This is an optimization exercise on Yosys and OpenROAD, whose aim is small area and a short achievable clock period, not a production implementation. Function was checked by simulation only, so behaviour that the tests miss may differ from the original. Power figures rest on the tool's default switching activity, not on a simulated workload.

## flow/design.v (module list and top-level ports; edited modules follow where they fit)
// module fir_systolic_cfg: 2828 lines
module fir_systolic_cfg (
    input  logic               clk,
    input  logic               rst,
    input  logic               in_valid,
    input  logic signed [15:0] in_data,
    input  logic               coef_wr,
    input  logic [2:0]         coef_addr,
    input  logic signed [15:0] coef_data,
    output logic               out_valid,
    output logic signed [31:0] out_data,
    output logic               out_ovf
);
  // ...
==> flow/flow/run.sh <==
#!/bin/bash
# Standard layout, with one extra step between synthesis and floorplan:
# fa_polarity.py flips full-adder cells (a full adder is self-dual) so that
# fewer inverters are needed around them. The rewritten netlist is checked
# against the synthesised one with ABC's combinational equivalence check
# (same registers); if the check does not pass, the synthesised netlist is
# kept unchanged.
set -euo pipefail
W=$(pwd)
R=$W/orfs/results/$FLOW_PLATFORM/fir_systolic_cfg/base
LIB=$FLOW_HOME/platforms/$FLOW_PLATFORM/lib/sky130_fd_sc_hd__tt_025C_1v80.lib
YB=$FLOW_HOME/../tools/install/yosys/bin
[ -x $YB/yosys ] || YB=$(dirname $(command -v yosys))

bash standard.sh synth > synth.log 2>&1

cp $R/1_2_yosys.v $W/netlist_synth.v
python3 flow/fa_polarity.py $W/netlist_synth.v $W/netlist_pol.v > polarity.log 2>&1

for n in synth pol; do
  cat > $W/blif_$n.ys <<EOT
read_liberty -ignore_miss_func $LIB
read_verilog $W/netlist_$n.v
hierarchy -top $FLOW_TOP
flatten
opt_clean
dffunmap
techmap
opt -fast
write_blif -gates $W/netlist_$n.blif
EOT
  $YB/yosys -q -l blif_$n.log $W/blif_$n.ys > /dev/null 2>&1
done
$YB/yosys-abc -c "cec $W/netlist_synth.blif $W/netlist_pol.blif" > cec.log 2>&1 || true
if grep -q "Networks are equivalent" cec.log; then
  echo "polarity: equivalent, using rewritten netlist" >> polarity.log
  cp $W/netlist_pol.v $R/1_2_yosys.v
  touch $R/1_2_yosys.v
else
  echo "polarity: NOT proven equivalent, keeping synthesised netlist" >> polarity.log
fi
rm -f $W/netlist_synth.blif $W/netlist_pol.blif

bash standard.sh finish > layout.log 2>&1
==> flow/flow/fa_polarity.py <==
#!/usr/bin/env python3
"""Remove inverters around full-adder cells in a Yosys gate netlist.

A full adder is self-dual: FA(~a, ~b, ~c) = (~cout, ~sum). Each fa cell may
therefore be flipped: its inputs take the complement of what they took and
its outputs carry the complement of what they carried. This script chooses
a flip for every fa cell (local search) so that the number of inverter cells
is smallest, then writes the netlist back with every inverter rebuilt from
scratch (at most one inverter per signal).

usage: fa_polarity.py IN.v OUT.v
"""
import re
import sys
from collections import defaultdict

INV_RE = re.compile(r"sky130_fd_sc_hd__inv_\d+$")
FA_RE = re.compile(r"sky130_fd_sc_hd__fa_\d+$")
OUT_PINS = {"X", "Y", "Q", "Q_N", "SUM", "COUT", "HI", "LO"}

src = open(sys.argv[1]).read()

m = re.search(r"\bmodule\s+(\S+)\s*\((.*?)\);", src, re.S)
mod_start = m.start()
body_start = m.end()
end = src.rindex("endmodule")
body = src[body_start:end]

inst_re = re.compile(r"^\s*(sky130_fd_sc_hd__\w+)\s+(\S+)\s*\((.*?)\);\s*$", re.S | re.M)
pin_re = re.compile(r"\.(\w+)\(\s*([^()]*?)\s*\)")

insts = []
decl_lines = []
pos = 0
for mm in inst_re.finditer(body):
    pre = body[pos:mm.start()]
    decl_lines.append(pre)
    pos = mm.end()
    ct, name, pins = mm.group(1), mm.group(2), mm.group(3)
    insts.append([ct, name, [(p, n) for p, n in pin_re.findall(pins)]])
tail = body[pos:]
decls = "".join(decl_lines) + tail

ports = set()
for mm in re.finditer(r"^\s*(input|output|inout)\s+(?:\[[^\]]*\]\s*)?(\S+?)\s*;", decls, re.M):
    ports.add(mm.group(2))


def is_port_net(n):
    base = n.split("[")[0].strip()
    return base in ports or n in ports


def is_const(n):
    return "'" in n

# inverter graph: net -> (signal net, polarity)
inv_out = {}
for ct, name, pins in insts:
    if INV_RE.match(ct):
        d = dict(pins)
        inv_out[d["Y"]] = d["A"]


def resolve(n):
    pol = 0
    seen = 0
    while n in inv_out and seen < 100:
        n = inv_out[n]
        pol ^= 1
        seen += 1
    return n, pol

XOR_SWAP = {"sky130_fd_sc_hd__xor2_1": ("sky130_fd_sc_hd__xnor2_1", "X", "Y"),
            "sky130_fd_sc_hd__xnor2_1": ("sky130_fd_sc_hd__xor2_1", "Y", "X")}
fas = [i for i in insts if FA_RE.match(i[0])]
xors = [i for i in insts if i[0] in XOR_SWAP]
others = [i for i in insts if not FA_RE.match(i[0]) and not INV_RE.match(i[0])]

# FA cells touching constants are left alone
fa_ok = []
for f in fas:
    d = dict(f[2])
    if any(is_const(d[p]) for p in ("A", "B", "CIN")):
        continue
    fa_ok.append(f)
fa_ok_names = set(f[1] for f in fa_ok)
xor_names = set()
prod_xor = {}
for x in xors:
    d = dict(x[2])
    o = d[XOR_SWAP[x[0]][1]]
    if is_port_net(o) or is_const(o):
        continue
    xor_names.add(x[1])
    prod_xor[o] = x[1]

# produced polarity of each signal: signals driven by FA outputs depend on flip
# demands: list of (signal, pol, owner) where owner is FA name or None
prod_fa = {}   # signal -> fa name (if produced by a flippable fa)
for f in fa_ok:
    d = dict(f[2])
    prod_fa[d["COUT"]] = f[1]
    prod_fa[d["SUM"]] = f[1]

demands = defaultdict(list)  # signal -> list of [pol, owner]
fa_inputs = defaultdict(list)  # fa name -> list of signals it demands
for ct, name, pins in insts:
    if INV_RE.match(ct):
        continue
    for p, n in pins:
        if p in OUT_PINS or is_const(n) or n == "":
            continue
        s, pol = resolve(n)
        owner = name if name in fa_ok_names else None
        demands[s].append([pol, owner])
        if owner:
            fa_inputs[name].append(s)
# output ports demand their net's value
port_pinned = set()
for n in list(inv_out.keys()):
    if is_port_net(n):
        s, pol = resolve(n)
        demands[s].append([pol, None])
        port_pinned.add(n)
for ct, name, pins in insts:
    for p, n in pins:
        if p in OUT_PINS and is_port_net(n):
            pass  # driven directly, produced polarity 0 unless FA flips

# an FA whose output net is itself a port must not flip
for f in fa_ok:
    d = dict(f[2])
    if is_port_net(d["COUT"]) or is_port_net(d["SUM"]):
        prod_fa.pop(d["COUT"], None)
        prod_fa.pop(d["SUM"], None)
        fa_ok_names.discard(f[1])
for s in demands:
    for dm in demands[s]:
        if dm[1] is not None and dm[1] not in fa_ok_names:
            dm[1] = None

flip = {f: 0 for f in fa_ok_names}
for x in xor_names:
    flip[x] = 0
for o, x in prod_xor.items():
    prod_fa[o] = x


def sig_cost(s):
    pp = flip[prod_fa[s]] if s in prod_fa else 0
    need = False
    for pol, owner in demands.get(s, ()):
        eff = pol ^ (flip[owner] if owner else 0)
        if eff != pp:
            return 1
    return 0

fa_sigs = {}
for f in fa_ok:
    if f[1] not in fa_ok_names:
        continue
    d = dict(f[2])
    ss = set(fa_inputs[f[1]]) | {d["COUT"], d["SUM"]}
    fa_sigs[f[1]] = ss

total0 = sum(sig_cost(s) for s in set(demands) | set(prod_fa))
for x in xor_names:
    d = dict(next(i for i in xors if i[1] == x)[2])
    fa_sigs[x] = {d[XOR_SWAP[next(i for i in xors if i[1] == x)[0]][1]]}
import random, math
random.seed(1)
names = sorted(fa_sigs)
cur = total0
best = cur
best_flip = dict(flip)
T = 1.0
moves = 400000
for it in range(moves):
    T = 1.0 * (1 - it / moves) + 0.02
    f = names[random.randrange(len(names))]
    ss = fa_sigs[f]
    before = sum(sig_cost(s) for s in ss)
    flip[f] ^= 1
    after = sum(sig_cost(s) for s in ss)
    dlt = after - before
    if dlt <= 0 or random.random() < math.exp(-dlt / T):
        cur += dlt
        if cur < best:
            best = cur
            best_flip = dict(flip)
    else:
        flip[f] ^= 1
flip = best_flip
changed = True
it = 0
while changed and it < 50:
    changed = False
    it += 1
    for f in names:
        ss = fa_sigs[f]
        before = sum(sig_cost(s) for s in ss)
        flip[f] ^= 1
        after = sum(sig_cost(s) for s in ss)
        if after < before:
            changed = True
        else:
            flip[f] ^= 1
total1 = sum(sig_cost(s) for s in set(demands) | set(prod_fa))
n_inv0 = sum(1 for i in insts if INV_RE.match(i[0]))
sys.stderr.write(f"inverters before {n_inv0}, signals needing inversion {total0} -> {total1}, passes {it}\n")

# rebuild: net for (signal, polarity)
# produced net: the signal's own net name carries polarity pp. If pp==1 the net
# named s carries ~original(s). We rename: for FA outputs with flip, create a new
# net name for the produced (inverted) value, and keep net s for the true value
# (created by an inverter if needed).
new_wires = []
cnt = [0]


def fresh():
    cnt[0] += 1
    w = f"_fapol_{cnt[0]}_"
    new_wires.append(w)
    return w

# original inverter output nets that are ports keep their names
true_net = {}   # signal -> net carrying true value
inv_net = {}    # signal -> net carrying inverted value
new_invs = []
sigs = set(demands) | set(prod_fa)
for s in sigs:
    pp = flip[prod_fa[s]] if s in prod_fa else 0
    if pp == 0:
        true_net[s] = s
    else:
        inv_net[s] = fresh()
# port-pinned inverter outputs: the port net must carry its value
pinned_by_sig = defaultdict(list)
for n in port_pinned:
    s, pol = resolve(n)
    pinned_by_sig[(s, pol)].append(n)


def net_for(s, pol):
    pp = flip[prod_fa[s]] if s in prod_fa else 0
    if pol == 0:
        if s not in true_net:
            # need inverter from inv_net
            true_net[s] = s
            new_invs.append((inv_net[s], s))
        return true_net[s]
    else:
        if s not in inv_net:
            w = fresh()
            inv_net[s] = w
            new_invs.append((true_net[s], w))
        return inv_net[s]

out_insts = []
for ct, name, pins in insts:
    if INV_RE.match(ct):
        continue
    newpins = []
    is_fa = name in fa_ok_names
    fl = flip.get(name, 0) if is_fa else 0
    if name in xor_names and flip[name]:
        nct, opin, npin = XOR_SWAP[ct]
        newpins = []
        for p, n in pins:
            if p == opin:
                newpins.append((npin, inv_net[n]))
            elif is_const(n) or n == "":
                newpins.append((p, n))
            else:
                s_, pol = resolve(n)
                newpins.append((p, net_for(s_, pol)))
        out_insts.append((nct, name, newpins))
        continue
    for p, n in pins:
        if is_const(n) or n == "":
            newpins.append((p, n))
            continue
        if p in OUT_PINS:
            if is_fa and fl:
                newpins.append((p, inv_net[n]))
            else:
                newpins.append((p, n))
            continue
        s, pol = resolve(n)
        newpins.append((p, net_for(s, pol ^ fl)))
    out_insts.append((ct, name, newpins))
# port-pinned inverter nets
for (s, pol), nets in pinned_by_sig.items():
    src_net = net_for(s, pol)
    for n in nets:
        # drive the port net with a buffer-free inverter from the opposite polarity
        opp = net_for(s, pol ^ 1)
        new_invs.append((opp, n))

# remove duplicates in new_invs (same output)
seen = set()
inv_cells = []
for a, y in new_invs:
    if y in seen:
        continue
    seen.add(y)
    inv_cells.append((a, y))

def esc(n):
    return n + " " if n.startswith("\\") else n


# declare new wires after the last wire declaration
wire_decl = "".join(f"  wire {w};\n" for w in new_wires)
out = [src[:body_start], decls.rstrip() + "\n", wire_decl]
# keep instance order; put instance text
for ct, name, pins in out_insts:
    pl = ",\n".join(f"    .{p}({esc(n)})" for p, n in pins)
    out.append(f"  {ct} {name} (\n{pl}\n  );\n")
for k, (a, y) in enumerate(inv_cells):
    out.append(f"  sky130_fd_sc_hd__inv_1 _fapol_inv_{k}_ (\n    .A({esc(a)}),\n    .Y({esc(y)})\n  );\n")
out.append("endmodule\n")
open(sys.argv[2], "w").write("".join(out))
sys.stderr.write(f"inverters after {len(inv_cells)}\n")
==> flow/standard.sh <==
#!/bin/bash
# synth_recipe.tcl (not shown) runs the flow's synth.tcl, then flattens the netlist and writes it again
# the make line also repeats each setting of config.mk as NAME=value (left out here)
make -C /OpenROAD-flow-scripts/flow DESIGN_CONFIG=/design/flow/config.mk WORK_HOME=/design/flow/orfs CLKGATE_MAP_FILE= SYNTH_SCRIPT=/design/flow/synth_recipe.tcl "${@:-finish}"
==> flow/config.mk <==
export PLATFORM = sky130hd
export DESIGN_NAME = fir_systolic_cfg
export DESIGN_NICKNAME = fir_systolic_cfg
export VERILOG_FILES = /design/flow/design.v
export SDC_FILE = /design/flow/constraint.sdc
export NUM_CORES = 4
export LEC_CHECK = 0
export ABC_AREA = 1
export CAP_MARGIN = 20
export CORE_MARGIN = 2
export CORE_UTILIZATION = 40
export SETUP_SLACK_MARGIN = 5
export SLEW_MARGIN = 20
==> flow/constraint.sdc <==
create_clock -name core_clock -period 10.0 [get_ports {clk}]
set_input_delay 2.0000 -clock core_clock [delete_from_list [all_inputs] [get_ports {clk}]]
set_output_delay 2.0000 -clock core_clock [all_outputs]
set_load 0.01 [all_outputs]
==> impl_metrics.tcl, run 1 <==
set metrics [dict create \
    pg_comb_mw 21.7 \
    port-buffer-count 72 \
    internal_power_mw 17.7 \
    grtUsageMet3_pct 5.83 \
    post-route-drc-count 0 \
    ys_warn_count 1 \
    clkPwrFrac_pct 9.8 \
    clock_area_share_pct 3.56 \
    dp_slack_ns 3.38 \
    multi_input_area_um2 46100 \
    cts-root-buf "clkbuf_16" \
    final.setup.worst_slack_ns 4.80 \
    busiest_layer "met2" \
    via_per_inst 6.02 \
    fin_setup_tns_ns 0 \
    path_depth 22 \
    layout_min_cycle_time_ns 5.20 \
    vdd_drop_max_mv 0.212 \
    slew_viol_final 0 \
    p_leak_nw 28.1 \
    final_area_um2 76200 \
    seqPwrFrac_pct 20.8 \
    buf_share_pct 5.05 \
    hold_end "pc3[32]" \
    taps 2204 \
    outcome "finished clean" \
]
==> run 2: changes to the inputs <==
--- a/flow/design.v
+++ b/flow/design.v
@@ -2675,154 +2675,145 @@
     wire y_g12 = yg[23] | (yp[23] & yg[22]);
     wire y_p12 = yp[23] & yp[22];
     wire y_g13 = yg[25] | (yp[25] & yg[24]);
     wire y_p13 = yp[25] & yp[24];
     wire y_g14 = yg[27] | (yp[27] & yg[26]);
     wire y_p14 = yp[27] & yp[26];
     wire y_g15 = yg[29] | (yp[29] & yg[28]);
     wire y_p15 = yp[29] & yp[28];
-    wire y_g16 = yg[31] | (yp[31] & yg[30]);
-    wire y_p16 = yp[31] & yp[30];
-    wire y_g17 = yg[33] | (yp[33] & yg[32]);
-    wire y_p17 = yp[33] & yp[32];
-    wire y_g18 = yg[2] | (yp[2] & y_g1);
-    wire y_p18 = yp[2] & y_p1;
-    wire y_g19 = y_g2 | (y_p2 & y_g1);
-    wire y_p19 = y_p2 & y_p1;
-    wire y_g20 = yg[6] | (yp[6] & y_g3);
-    wire y_p20 = yp[6] & y_p3;
-    wire y_g21 = y_g4 | (y_p4 & y_g3);
-    wire y_p21 = y_p4 & y_p3;
-    wire y_g22 = yg[10] | (yp[10] & y_g5);
-    wire y_p22 = yp[10] & y_p5;
-    wire y_g23 = y_g6 | (y_p6 & y_g5);
-    wire y_p23 = y_p6 & y_p5;
-    wire y_g24 = yg[14] | (yp[14] & y_g7);
-    wire y_p24 = yp[14] & y_p7;
-    wire y_g25 = y_g8 | (y_p8 & y_g7);
-    wire y_p25 = y_p8 & y_p7;
-    wire y_g26 = yg[18] | (yp[18] & y_g9);
-    wire y_p26 = yp[18] & y_p9;
-    wire y_g27 = y_g10 | (y_p10 & y_g9);
-    wire y_p27 = y_p10 & y_p9;
-    wire y_g28 = yg[22] | (yp[22] & y_g11);
-    wire y_p28 = yp[22] & y_p11;
-    wire y_g29 = y_g12 | (y_p12 & y_g11);
-    wire y_p29 = y_p12 & y_p11;
-    wire y_g30 = yg[26] | (yp[26] & y_g13);
-    wire y_p30 = yp[26] & y_p13;
-    wire y_g31 = y_g14 | (y_p14 & y_g13);
-    wire y_p31 = y_p14 & y_p13;
-    wire y_g32 = yg[30] | (yp[30] & y_g15);
-    wire y_p32 = yp[30] & y_p15;
-    wire y_g33 = y_g16 | (y_p16 & y_g15);
-    wire y_p33 = y_p16 & y_p15;
-    wire y_g34 = yg[34] | (yp[34] & y_g17);
-    wire y_p34 = yp[34] & y_p17;
-    wire y_g35 = yg[4] | (yp[4] & y_g19);
-    wire y_p35 = yp[4] & y_p19;
-    wire y_g36 = y_g3 | (y_p3 & y_g19);
-    wire y_p36 = y_p3 & y_p19;
-    wire y_g37 = y_g20 | (y_p20 & y_g19);
-    wire y_p37 = y_p20 & y_p19;
-    wire y_g38 = y_g21 | (y_p21 & y_g19);
-    wire y_p38 = y_p21 & y_p19;
-    wire y_g39 = yg[12] | (yp[12] & y_g23);
-    wire y_p39 = yp[12] & y_p23;
-    wire y_g40 = y_g7 | (y_p7 & y_g23);
-    wire y_p40 = y_p7 & y_p23;
-    wire y_g41 = y_g24 | (y_p24 & y_g23);
-    wire y_p41 = y_p24 & y_p23;
-    wire y_g42 = y_g25 | (y_p25 & y_g23);
-    wire y_p42 = y_p25 & y_p23;
-    wire y_g43 = yg[20] | (yp[20] & y_g27);
-    wire y_p43 = yp[20] & y_p27;
-    wire y_g44 = y_g11 | (y_p11 & y_g27);
-    wire y_p44 = y_p11 & y_p27;
-    wire y_g45 = y_g28 | (y_p28 & y_g27);
-    wire y_p45 = y_p28 & y_p27;
-    wire y_g46 = y_g29 | (y_p29 & y_g27);
-    wire y_p46 = y_p29 & y_p27;
-    wire y_g47 = yg[28] | (yp[28] & y_g31);
-    wire y_p47 = yp[28] & y_p31;
-    wire y_g48 = y_g15 | (y_p15 & y_g31);
-    wire y_p48 = y_p15 & y_p31;
-    wire y_g49 = y_g32 | (y_p32 & y_g31);
-    wire y_p49 = y_p32 & y_p31;
-    wire y_g50 = y_g33 | (y_p33 & y_g31);
-    wire y_p50 = y_p33 & y_p31;
-    wire y_g51 = yg[8] | (yp[8] & y_g38);
-    wire y_p51 = yp[8] & y_p38;
-    wire y_g52 = y_g5 | (y_p5 & y_g38);
-    wire y_p52 = y_p5 & y_p38;
-    wire y_g53 = y_g22 | (y_p22 & y_g38);
-    wire y_p53 = y_p22 & y_p38;
-    wire y_g54 = y_g23 | (y_p23 & y_g38);
-    wire y_p54 = y_p23 & y_p38;
-    wire y_g55 = y_g39 | (y_p39 & y_g38);
-    wire y_p55 = y_p39 & y_p38;
-    wire y_g56 = y_g40 | (y_p40 & y_g38);
-    wire y_p56 = y_p40 & y_p38;
-    wire y_g57 = y_g41 | (y_p41 & y_g38);
-    wire y_p57 = y_p41 & y_p38;
-    wire y_g58 = y_g42 | (y_p42 & y_g38);
-    wire y_p58 = y_p42 & y_p38;
-    wire y_g59 = yg[24] | (yp[24] & y_g46);
-    wire y_p59 = yp[24] & y_p46;
-    wire y_g60 = y_g13 | (y_p13 & y_g46);
-    wire y_p60 = y_p13 & y_p46;
-    wire y_g61 = y_g30 | (y_p30 & y_g46);
-    wire y_p61 = y_p30 & y_p46;
-    wire y_g62 = y_g31 | (y_p31 & y_g46);
-    wire y_p62 = y_p31 & y_p46;
-    wire y_g63 = y_g47 | (y_p47 & y_g46);
-    wire y_p63 = y_p47 & y_p46;
-    wire y_g64 = y_g48 | (y_p48 & y_g46);
-    wire y_p64 = y_p48 & y_p46;
-    wire y_g65 = y_g49 | (y_p49 & y_g46);
-    wire y_p65 = y_p49 & y_p46;
-    wire y_g66 = y_g50 | (y_p50 & y_g46);
-    wire y_p66 = y_p50 & y_p46;
-    wire y_g67 = yg[16] | (yp[16] & y_g58);
-    wire y_p67 = yp[16] & y_p58;
-    wire y_g68 = y_g9 | (y_p9 & y_g58);
-    wire y_p68 = y_p9 & y_p58;
-    wire y_g69 = y_g26 | (y_p26 & y_g58);
-    wire y_p69 = y_p26 & y_p58;
-    wire y_g70 = y_g27 | (y_p27 & y_g58);
-    wire y_p70 = y_p27 & y_p58;
-    wire y_g71 = y_g43 | (y_p43 & y_g58);
-    wire y_p71 = y_p43 & y_p58;
-    wire y_g72 = y_g44 | (y_p44 & y_g58);
-    wire y_p72 = y_p44 & y_p58;
-    wire y_g73 = y_g45 | (y_p45 & y_g58);
-    wire y_p73 = y_p45 & y_p58;
-    wire y_g74 = y_g46 | (y_p46 & y_g58);
-    wire y_p74 = y_p46 & y_p58;
-    wire y_g75 = y_g59 | (y_p59 & y_g58);
-    wire y_p75 = y_p59 & y_p58;
-    wire y_g76 = y_g60 | (y_p60 & y_g58);
-    wire y_p76 = y_p60 & y_p58;
-    wire y_g77 = y_g61 | (y_p61 & y_g58);
-    wire y_p77 = y_p61 & y_p58;
-    wire y_g78 = y_g62 | (y_p62 & y_g58);
-    wire y_p78 = y_p62 & y_p58;
-    wire y_g79 = y_g63 | (y_p63 & y_g58);
-    wire y_p79 = y_p63 & y_p58;
-    wire y_g80 = y_g64 | (y_p64 & y_g58);
-    wire y_p80 = y_p64 & y_p58;
-    wire y_g81 = y_g65 | (y_p65 & y_g58);
-    wire y_p81 = y_p65 & y_p58;
-    wire y_g82 = y_g66 | (y_p66 & y_g58);
-    wire y_p82 = y_p66 & y_p58;
-    wire y_g83 = yg[32] | (yp[32] & y_g82);
-    wire y_p83 = yp[32] & y_p82;
-    wire y_g84 = y_g17 | (y_p17 & y_g82);
-    wire y_p84 = y_p17 & y_p82;
-    wire y_g85 = y_g34 | (y_p34 & y_g82);
-    wire y_p85 = y_p34 & y_p82;
-    wire [34:0] y = {yp[34] ^ y_g84, yp[33] ^ y_g83, yp[32] ^ y_g82, yp[31] ^ y_g81, yp[30] ^ y_g80, yp[29] ^ y_g79, yp[28] ^ y_g78, yp[27] ^ y_g77, yp[26] ^ y_g76, yp[25] ^ y_g75, yp[24] ^ y_g74, yp[23] ^ y_g73, yp[22] ^ y_g72, yp[21] ^ y_g71, yp[20] ^ y_g70, yp[19] ^ y_g69, yp[18] ^ y_g68, yp[17] ^ y_g67, yp[16] ^ y_g58, yp[15] ^ y_g57, yp[14] ^ y_g56, yp[13] ^ y_g55, yp[12] ^ y_g54, yp[11] ^ y_g53, yp[10] ^ y_g52, yp[9] ^ y_g51, yp[8] ^ y_g38, yp[7] ^ y_g37, yp[6] ^ y_g36, yp[5] ^ y_g35, yp[4] ^ y_g19, yp[3] ^ y_g18, yp[2] ^ y_g1, yp[1] ^ yg[0], yp[0]};
-    wire ovf = ~(&y[34:31] | ~|y[34:31]);
+    wire y_g16 = yg[2] | (yp[2] & y_g1);
+    wire y_p16 = yp[2] & y_p1;
+    wire y_g17 = y_g2 | (y_p2 & y_g1);
+    wire y_p17 = y_p2 & y_p1;
+    wire y_g18 = yg[6] | (yp[6] & y_g3);
+    wire y_p18 = yp[6] & y_p3;
+    wire y_g19 = y_g4 | (y_p4 & y_g3);
+    wire y_p19 = y_p4 & y_p3;
+    wire y_g20 = yg[10] | (yp[10] & y_g5);
+    wire y_p20 = yp[10] & y_p5;
+    wire y_g21 = y_g6 | (y_p6 & y_g5);
+    wire y_p21 = y_p6 & y_p5;
+    wire y_g22 = yg[14] | (yp[14] & y_g7);
+    wire y_p22 = yp[14] & y_p7;
+    wire y_g23 = y_g8 | (y_p8 & y_g7);
+    wire y_p23 = y_p8 & y_p7;
+    wire y_g24 = yg[18] | (yp[18] & y_g9);
+    wire y_p24 = yp[18] & y_p9;
+    wire y_g25 = y_g10 | (y_p10 & y_g9);
+    wire y_p25 = y_p10 & y_p9;
+    wire y_g26 = yg[22] | (yp[22] & y_g11);
+    wire y_p26 = yp[22] & y_p11;
+    wire y_g27 = y_g12 | (y_p12 & y_g11);
+    wire y_p27 = y_p12 & y_p11;
+    wire y_g28 = yg[26] | (yp[26] & y_g13);
+    wire y_p28 = yp[26] & y_p13;
+    wire y_g29 = y_g14 | (y_p14 & y_g13);
+    wire y_p29 = y_p14 & y_p13;
+    wire y_g30 = yg[30] | (yp[30] & y_g15);
+    wire y_p30 = yp[30] & y_p15;
+    wire y_g31 = yg[4] | (yp[4] & y_g17);
+    wire y_p31 = yp[4] & y_p17;
+    wire y_g32 = y_g3 | (y_p3 & y_g17);
+    wire y_p32 = y_p3 & y_p17;
+    wire y_g33 = y_g18 | (y_p18 & y_g17);
+    wire y_p33 = y_p18 & y_p17;
+    wire y_g34 = y_g19 | (y_p19 & y_g17);
+    wire y_p34 = y_p19 & y_p17;
+    wire y_g35 = yg[12] | (yp[12] & y_g21);
+    wire y_p35 = yp[12] & y_p21;
+    wire y_g36 = y_g7 | (y_p7 & y_g21);
+    wire y_p36 = y_p7 & y_p21;
+    wire y_g37 = y_g22 | (y_p22 & y_g21);
+    wire y_p37 = y_p22 & y_p21;
+    wire y_g38 = y_g23 | (y_p23 & y_g21);
+    wire y_p38 = y_p23 & y_p21;
+    wire y_g39 = yg[20] | (yp[20] & y_g25);
+    wire y_p39 = yp[20] & y_p25;
+    wire y_g40 = y_g11 | (y_p11 & y_g25);
+    wire y_p40 = y_p11 & y_p25;
+    wire y_g41 = y_g26 | (y_p26 & y_g25);
+    wire y_p41 = y_p26 & y_p25;
+    wire y_g42 = y_g27 | (y_p27 & y_g25);
+    wire y_p42 = y_p27 & y_p25;
+    wire y_g43 = yg[28] | (yp[28] & y_g29);
+    wire y_p43 = yp[28] & y_p29;
+    wire y_g44 = y_g15 | (y_p15 & y_g29);
+    wire y_p44 = y_p15 & y_p29;
+    wire y_g45 = y_g30 | (y_p30 & y_g29);
+    wire y_p45 = y_p30 & y_p29;
+    wire y_g46 = yg[8] | (yp[8] & y_g34);
+    wire y_p46 = yp[8] & y_p34;
+    wire y_g47 = y_g5 | (y_p5 & y_g34);
+    wire y_p47 = y_p5 & y_p34;
+    wire y_g48 = y_g20 | (y_p20 & y_g34);
+    wire y_p48 = y_p20 & y_p34;
+    wire y_g49 = y_g21 | (y_p21 & y_g34);
+    wire y_p49 = y_p21 & y_p34;
+    wire y_g50 = y_g35 | (y_p35 & y_g34);
+    wire y_p50 = y_p35 & y_p34;
+    wire y_g51 = y_g36 | (y_p36 & y_g34);
+    wire y_p51 = y_p36 & y_p34;
+    wire y_g52 = y_g37 | (y_p37 & y_g34);
+    wire y_p52 = y_p37 & y_p34;
+    wire y_g53 = y_g38 | (y_p38 & y_g34);
+    wire y_p53 = y_p38 & y_p34;
+    wire y_g54 = yg[24] | (yp[24] & y_g42);
+    wire y_p54 = yp[24] & y_p42;
+    wire y_g55 = y_g13 | (y_p13 & y_g42);
+    wire y_p55 = y_p13 & y_p42;
+    wire y_g56 = y_g28 | (y_p28 & y_g42);
+    wire y_p56 = y_p28 & y_p42;
+    wire y_g57 = y_g29 | (y_p29 & y_g42);
+    wire y_p57 = y_p29 & y_p42;
+    wire y_g58 = y_g43 | (y_p43 & y_g42);
+    wire y_p58 = y_p43 & y_p42;
+    wire y_g59 = y_g44 | (y_p44 & y_g42);
+    wire y_p59 = y_p44 & y_p42;
+    wire y_g60 = y_g45 | (y_p45 & y_g42);
+    wire y_p60 = y_p45 & y_p42;
+    wire y_g61 = yg[16] | (yp[16] & y_g53);
+    wire y_p61 = yp[16] & y_p53;
+    wire y_g62 = y_g9 | (y_p9 & y_g53);
+    wire y_p62 = y_p9 & y_p53;
+    wire y_g63 = y_g24 | (y_p24 & y_g53);
+    wire y_p63 = y_p24 & y_p53;
+    wire y_g64 = y_g25 | (y_p25 & y_g53);
+    wire y_p64 = y_p25 & y_p53;
+    wire y_g65 = y_g39 | (y_p39 & y_g53);
+    wire y_p65 = y_p39 & y_p53;
+    wire y_g66 = y_g40 | (y_p40 & y_g53);
+    wire y_p66 = y_p40 & y_p53;
+    wire y_g67 = y_g41 | (y_p41 & y_g53);
+    wire y_p67 = y_p41 & y_p53;
+    wire y_g68 = y_g42 | (y_p42 & y_g53);
+    wire y_p68 = y_p42 & y_p53;
+    wire y_g69 = y_g54 | (y_p54 & y_g53);
+    wire y_p69 = y_p54 & y_p53;
+    wire y_g70 = y_g55 | (y_p55 & y_g53);
+    wire y_p70 = y_p55 & y_p53;
+    wire y_g71 = y_g56 | (y_p56 & y_g53);
+    wire y_p71 = y_p56 & y_p53;
+    wire y_g72 = y_g57 | (y_p57 & y_g53);
+    wire y_p72 = y_p57 & y_p53;
+    wire y_g73 = y_g58 | (y_p58 & y_g53);
+    wire y_p73 = y_p58 & y_p53;
+    wire y_g74 = y_g59 | (y_p59 & y_g53);
+    wire y_p74 = y_p59 & y_p53;
+    wire y_g75 = y_g60 | (y_p60 & y_g53);
+    wire y_p75 = y_p60 & y_p53;
+    wire [30:0] y = {yp[30] ^ y_g74, yp[29] ^ y_g73, yp[28] ^ y_g72, yp[27] ^ y_g71, yp[26] ^ y_g70, yp[25] ^ y_g69, yp[24] ^ y_g68, yp[23] ^ y_g67, yp[22] ^ y_g66, yp[21] ^ y_g65, yp[20] ^ y_g64, yp[19] ^ y_g63, yp[18] ^ y_g62, yp[17] ^ y_g61, yp[16] ^ y_g53, yp[15] ^ y_g52, yp[14] ^ y_g51, yp[13] ^ y_g50, yp[12] ^ y_g49, yp[11] ^ y_g48, yp[10] ^ y_g47, yp[9] ^ y_g46, yp[8] ^ y_g34, yp[7] ^ y_g33, yp[6] ^ y_g32, yp[5] ^ y_g31, yp[4] ^ y_g17, yp[3] ^ y_g16, yp[2] ^ y_g1, yp[1] ^ yg[0], yp[0]};
+    wire y_cout = y_g75;
+    wire c31 = y_cout;
+    wire [3:0] yt0, yt1;
+    wire [4:0] ct0 = {yg[33:31] | (yp[33:31] & ct0[2:0]), 1'b0};
+    wire [4:0] ct1 = {yg[33:31] | (yp[33:31] & ct1[2:0]), 1'b1};
+    assign yt0 = yp[34:31] ^ ct0[3:0];
+    assign yt1 = yp[34:31] ^ ct1[3:0];
+    wire ov0 = ~(&yt0 | ~|yt0);
+    wire ov1 = ~(&yt1 | ~|yt1);
+    wire f1 = c31 ? (ov1 & ~yt1[3]) : (ov0 & ~yt0[3]);    
+    wire f0 = c31 ? (ov1 & yt1[3]) : (ov0 & yt0[3]);      
+    wire d31 = c31 ? (ov1 ? yt1[3] : yt1[0]) : (ov0 ? yt0[3] : yt0[0]);
     assign out_valid = out_valid_q;
-    assign out_ovf   = ovf;
-    assign out_data  = ovf ? {y[34], {31{~y[34]}}} : y[31:0];
+    assign out_ovf   = c31 ? ov1 : ov0;
+    assign out_data  = {d31, {31{f1}} | (y[30:0] & ~{31{f0}})};
 endmodule
--- a/flow/flow/run.sh
+++ b/flow/flow/run.sh
@@ -1,15 +1,16 @@
 #!/bin/bash
 # Standard layout, with one extra step between synthesis and floorplan:
 # fa_polarity.py flips full-adder cells (a full adder is self-dual) so that
 # fewer inverters are needed around them. The rewritten netlist is checked
 # against the synthesised one with ABC's combinational equivalence check
 # (same registers); if the check does not pass, the synthesised netlist is
-# kept unchanged.
+# kept unchanged. Port buffers are plain buffers (buf_4) rather than the
+# delay cell buffer_ports picks by itself.
 set -euo pipefail
 W=$(pwd)
 R=$W/orfs/results/$FLOW_PLATFORM/fir_systolic_cfg/base
 LIB=$FLOW_HOME/platforms/$FLOW_PLATFORM/lib/sky130_fd_sc_hd__tt_025C_1v80.lib
 YB=$FLOW_HOME/../tools/install/yosys/bin
 [ -x $YB/yosys ] || YB=$(dirname $(command -v yosys))
 
 bash standard.sh synth > synth.log 2>&1
@@ -36,9 +37,10 @@
   echo "polarity: equivalent, using rewritten netlist" >> polarity.log
   cp $W/netlist_pol.v $R/1_2_yosys.v
   touch $R/1_2_yosys.v
 else
   echo "polarity: NOT proven equivalent, keeping synthesised netlist" >> polarity.log
 fi
 rm -f $W/netlist_synth.blif $W/netlist_pol.blif
 
+export BUFFER_PORTS_ARGS="-inputs -outputs -buffer_cell sky130_fd_sc_hd__buf_4"
 bash standard.sh finish > layout.log 2>&1
==> run 2 against run 1 <==
Effect of this change: still clean; first-iteration DRC count is 12% lower; clock-buffer cell count down 1; synthesized cell count up 1.4%; synthesized area grew 0.51%; via count decreased by 1.5%.
==> impl_metrics.tcl, run 2 <==
set metrics [dict create \
    final_cell_mix "922 x fa_1, 902 x o22ai_1, 634 x xnor2_1" \
    worstPathRequired_ns 10.41 \
    final.setup.worst_slack_ns 4.93 \
    diodes 0 \
    die_h_um 414 \
    cts_max_level 3 \
    syn-num-nets 7442 \
    p_leak_nw 27.6 \
    outcome "finished clean" \
    grt_antenna_before_repair 6 \
    skew_ns 0.0348 \
    fillCellCount 15415 \
    fin_setup_tns_ns 0 \
    layout-drive-gt1-share_pct 11.5 \
    overflow 0 \
    holdPathStages 0 \
    hold_path.class "flop to flop" \
    relSlewSlack_pct 16.7 \
    rows 150 \
    avgSynthCellArea_um2 10.9 \
    worstMarginPinSlew_ns 1.24 \
    insertion_delay_ns 0.70 \
    hold_viol_final 0 \
    startpoint_type "input port" \
    syn_area_um2 67200 \
    largestRegisters "coef_q x128, ps0 x35, yp x35" \
    vdd_drop_max_mv 0.250 \
    fin_util_pct 44.9 \
    post-route-drc-count 0 \
    endpoint_kind "flop" \
    drt-pass1-iter-count 5 \
    fmax_mhz 197 \
    drv_cap 0 \
    place.gp.congestion 0.924 \
    r2r-start "coef_q[0][13]" \
    r2r_cells 12 \
    grt_pass1_wl_mm 326 \
    seqCellArea_um2 19000 \
    core_area_um2 167000 \
    vias 48982 \
    place_inst 8058 \
    drtIter0Drc 4394 \
    layout_min_cycle_time_ns 5.07 \
    synthCells 6159 \
    clock_path_buffers 3 \
    rsz0062_at_grt "yes" \
    largest_reg_flops 128 \
    dieArea_um2 171000 \
    grt_util_all_layers_pct 25.4 \
    slew_viol_final 0 \
    via_per_inst 5.92 \
    final_cells 8271 \
    powerDensity_nw_per_um2 415 \
    multi_input_area_um2 46100 \
    port-buffer-count 72 \
    areaGrowthSynthToFinish_pct 11.6 \
    dp_hpwl_mm 147 \
    reg2reg_to "yp[18]" \
    setup_viol 0 \
    drt-total-wl_mm 224 \
    hold_end "pc3[32]" \
    placed_cell_area_um2 70300 \
    dp_slack_ns 3.68 \
    die_w_um 414 \
    clock_sinks 658 \
    regMostFlops "coef_q" \
    worst-path-max-fanout 105 \
    final_common_cell "fa_1" \
    r2r_slack_ns 5.09 \
    ant_nets 0 \
    cts.clk_slew.worst_paths_ns 0.06 \
    num-nets-final 7286 \
    cts_tree "done" \
    first_global_vias 51985 \
    ys_warn_count 1 \
    io_pins 73 \
    cts_buffers 81 \
    final_area_um2 75000 \
    period_share_pct 50.7 \
    routedWlPerCell_um 27.1 \
    worstPathArrival_ns 5.48 \
    hold_start "ps4[32]" \
    cts-root-buf "clkbuf_16" \
    grt_max_degree 142 \
    crit_type "input port to flop" \
    initial_utilization_pct 40.2 \
]
## run 2: cell count changes in the layout (fill, tap and decap cells not counted), sizes merged, moves of 6 or more
cell,change
a21oi,+7
bufbuf,-15
xnor2,-6
nand3,+15
o21bai,+6
clkdlybuf4s50,-23
nand2,+57
nor2,+6
xor2,-7
inv,-24
clkinv,+18
a221oi,-6
o21ai,-8
## run 2: worst max path at each step
stage / endpoint / from / slack, ns
after floorplan: yp[20] / in_data[15] / 4.86
after global placement: pc4[17] / in_data[11] / 3.67
after detailed placement: pc4[23] / in_data[11] / 3.68
after CTS: yp[17] / in_data[15] / 4.99
after global routing: pc4[21] / in_data[13] / 4.95
final: pc4[21] / in_data[13] / 4.93
## run 2: metal layers
layer | vias up | global-route usage [%] | part of all wire (%)
met5 | - | 0 | 0.022
met4 | 8 | 14.0 | 6.1
met3 | 727 | 4.54 | 8.3
met2 | 2640 | 44.3 | 49
met1 | 24873 | 29.4 | 36
li1 | 20734 | - | -
## run 2: report_power, final
group / switching [mW] / leakage (nW) / internal (mW)
registers: 0.598 / 6.32 / 5.92
logic: 11.8 / 20.1 / 9.77
clock network: 1.25 / 1.24 / 1.70
total: 13.7 / 27.6 / 17.4
## run 2: repair_timing
action                                  CTS  global route
endpoints found under the setup margin  269           110
pin swaps                                 3            18
hold endpoints to repair                  0             0
resized for setup                       108           115
gates cloned                             11            15
setup buffers                            10            30
hold buffers                              0             0
## run 2: critical path, stage by stage
cell       delay [ns]
buf_4            0.15
clkinv_16        0.19
buf_6            0.42
o22ai_1          0.19
xnor2_1          0.16
fa_2             0.42
fa_2             0.41
fa_2             0.34
fa_1             0.51
fa_1             0.41
## run 2: layout make-up
type	instances	share of cell area (%)
Inverter	330	1.94
Multi-Input combinational cell	4658	61.4
Tap cell	2204	3.68
Timing Repair Buffer	271	4.03
Clock buffer	98	2.85
Timing Repair inverter	3	0.0401
Sequential cell	658	25.4
Clock inverter	49	0.606
## run 2: through the flow
stage          hold WS, ns  power (mW)
3_3_place_gp         0.412        27.1
5_1_grt              0.428        34.7
3_5_place_dp         0.417        27.8
4_1_cts              0.404        31.1
2_1_floorplan        0.400        21.4
6_report             0.413        31.1
==> run 3: changes to the inputs <==
--- a/flow/flow/run.sh
+++ b/flow/flow/run.sh
@@ -5,6 +5,5 @@
 # against the synthesised one with ABC's combinational equivalence check
 # (same registers); if the check does not pass, the synthesised netlist is
-# kept unchanged. Port buffers are plain buffers (buf_4) rather than the
-# delay cell buffer_ports picks by itself.
+# kept unchanged.
 set -euo pipefail
 W=$(pwd)
@@ -43,4 +42,3 @@
 rm -f $W/netlist_synth.blif $W/netlist_pol.blif
 
-export BUFFER_PORTS_ARGS="-inputs -outputs -buffer_cell sky130_fd_sc_hd__buf_4"
 bash standard.sh finish > layout.log 2>&1
==> run 3 against run 2 <==
Effect of this change: clock power increased by 1%; global-route usage increased by 1.5 points; setup slack improved by 0.083 ns; cell area increased by 1.0%; utilization increased by 0.47 points; via count increased by 1.3%; routed wire length increased by 3.0%; combinational power about the same; critical path depth increased by 3.
==> impl_metrics.tcl, run 3 <==
set metrics [dict create \
    crit_path_top_delay_cell "fa_1" \
    cpPeakStageDelay_ns 0.58 \
    p_total_mw 30.9 \
    place.gp.congestion 0.951 \
    endpoint_kind "flop" \
    worstPathRequired_ns 10.45 \
    layout-drive-gt1-share_pct 12.2 \
    avgSynthCellArea_um2 10.9 \
    grt_antenna_before_repair 5 \
    fillCellCount 15413 \
    grt_util_all_layers_pct 26.9 \
    hold_viol_final 0 \
    clock_path_buffers 3 \
    cpMostUsedCell "fa_1" \
    drt-pass1-iter-count 6 \
    regMostFlops "coef_q" \
    slew_viol_final 0 \
    r2r_slack_ns 5.07 \
    io_pins 73 \
    rsz0062_at_grt "yes" \
    num-nets-final 7329 \
    fmax_mhz 200 \
    clock_sinks 658 \
    worstPathArrival_ns 5.43 \
    routedWlPerCell_um 27.7 \
    first_global_vias 53503 \
    largestRegisters "coef_q x128, ps0 x35, yp x35" \
    cts_tree "done" \
    insertion_delay_ns 0.74 \
    final_common_cell "fa_1" \
    outcome "finished clean" \
    crit_type "input port to flop" \
    drtIter0Drc 4549 \
    period_share_pct 49.9 \
    cts-root-buf "clkbuf_16" \
    final_cell_mix "920 x fa_1, 901 x o22ai_1, 636 x xnor2_1" \
    core_area_um2 167000 \
    die_w_um 414 \
    startpoint_type "input port" \
    final.setup.worst_slack_ns 5.01 \
    fin_setup_tns_ns 0 \
    rows 150 \
    dieArea_um2 171000 \
    cts_max_level 3 \
    setup_viol 0 \
    initial_utilization_pct 40.2 \
    cp_top_family "adder cells" \
    hold_path.class "flop to flop" \
    areaGrowthSynthToFinish_pct 12.7 \
    via_per_inst 5.97 \
    grt_pass1_wl_mm 342 \
    fin_util_pct 45.3 \
    syn_area_um2 67200 \
    post-route-drc-count 0 \
    critPathBufInv 7 \
    dp_slack_ns 3.31 \
    ys_warn_count 1 \
    dp_hpwl_mm 146 \
    cts.clk_slew.worst_paths_ns 0.06 \
    port-buffer-count 72 \
    cp_cell_sequence "buf_12 -> buf_12 -> clkinvlp_4 -> buf_12 -> buf_16 -> buf_4 -> buf_4 -> o22ai_1 -> xnor2_1 -> fa_1 -> fa_1 -> fa_1 -> fa_1" \
    layout_min_cycle_time_ns 4.99 \
    vias 49628 \
    hold-worst-slack_ns 0.419 \
    ctsHoldBuffers 0 \
    powerDensity_nw_per_um2 408 \
    worst-path-max-fanout 8 \
    largest_reg_flops 128 \
    cts_buffers 82 \
    p_leak_nw 28.0 \
    worstMarginPinSlew_ns 1.15 \
    ant_nets 0 \
    grt_max_degree 128 \
    drt-total-wl_mm 231 \
    relSlewSlack_pct 23.1 \
    die_h_um 414 \
    drv_cap 0 \
    vdd_drop_max_mv 0.196 \
    skew_ns 0.0388 \
    synthCells 6159 \
    syn-num-nets 7442 \
    overflow 0 \
]
[run 3: layer usage]
metal  track usage, %  part of all wire [%]  wire length (µm)
met5                0                 0.014                32
met1             30.4                    35             81100
met4             17.4                   7.6             17400
met2             46.3                    49            113000
met3             5.23                   8.4             19300
[run 3: final timing paths]
kind                 start      end  depth (start not counted)
max            in_data[15]  pc5[23]                         13
min                ps4[32]  pc3[32]                          0
max reg2reg  coef_q[6][11]  pc5[19]                         10
min reg2reg        ps4[32]  pc3[32]                          0
[run 3: worst reg2reg max path: stages (launching register included)]
cell	delay, ns
edfxtp_1	0.71
inv_1	0.59
o21ai_1	0.46
buf_4	0.30
o22ai_2	0.11
xnor2_1	0.25
fa_1	0.50
fa_2	0.41
fa_1	0.47
fa_2	0.39
fa_2	0.45
[run 3: area by class of cell]
class | instances | area, µm² | share of cell area, %
multi-input combinational | 4659 | 46100 | 60.9
sequential | 658 | 19100 | 25.2
timing repair buffer | 286 | 3330 | 4.40
tap | 2204 | 2760 | 3.64
clock buffer | 100 | 2200 | 2.90
inverter | 330 | 1530 | 2.02
clock inverter | 50 | 480 | 0.634
timing repair inverter | 29 | 256 | 0.339
antenna | 1 | 2.50 | 0.00330
[run 3: timing repair]
item | CTS | global route
cloned | 51 | 4
resized for setup | 369 | 138
hold endpoints to repair | 0 | 0
pin swaps | 7 | 34
setup endpoints to repair | 434 | 161
setup buffers | 36 | 20
[run 3: per-stage QoR]
step           area (µm²)  std cells
2_1_floorplan       69100       6159
3_3_place_gp        70400       8054
3_5_place_dp        70400       8054
4_1_cts             75000       8291
5_1_grt             75700       8316
6_report            75700       8317
[run 3: power by group]
part / internal (mW) / switching [mW]
Sequential: 5.91 / 0.576
Clock: 1.71 / 1.28
Combinational: 9.82 / 11.6
Total: 17.4 / 13.5

[re-timing with driven ports]
Ports are ideal in the flow. The routed layouts listed here were re-timed in OpenROAD. Step 1 (the two cells are an assumption about what drives the block):
set clk [get_ports {clk}]
set_driving_cell -lib_cell sky130_fd_sc_hd__clkbuf_16 $clk
set_driving_cell -lib_cell sky130_fd_sc_hd__buf_2 [delete_from_list [all_inputs] $clk]
Step 2 adds t to the input delays and takes it off the output delays; t is the mean of the earliest and latest rising clock arrival at the registers after step 1. Input paths then give back, and output paths get back, about the clock's delay inside the block. a / b / c = ideal ports / drivers / drivers and shift; a / b = the first two.
run | shift t [ns] | slack for setup (ns) | worst hold slack (ns) | worst setup path at the end | worst slew at a driven data input, ns
run 1 | 0.790 | 4.795 / 4.716 / 4.275 | 0.444 / 0.444 / 0.444 | input to register | 0.12
run 2 | 0.759 | 4.928 / 4.711 / 3.952 | 0.413 / 0.413 / 0.413 | input to register | 0.41
run 3 | 0.793 | 5.012 / 5.034 / 4.241 | 0.419 / 0.419 / 0.419 | input to register | 0.14
After both steps every run listed still meets setup and hold. The setup slack of run 2, which loses most, moves by -0.217 ns with the drivers and by -0.976 ns with both steps.
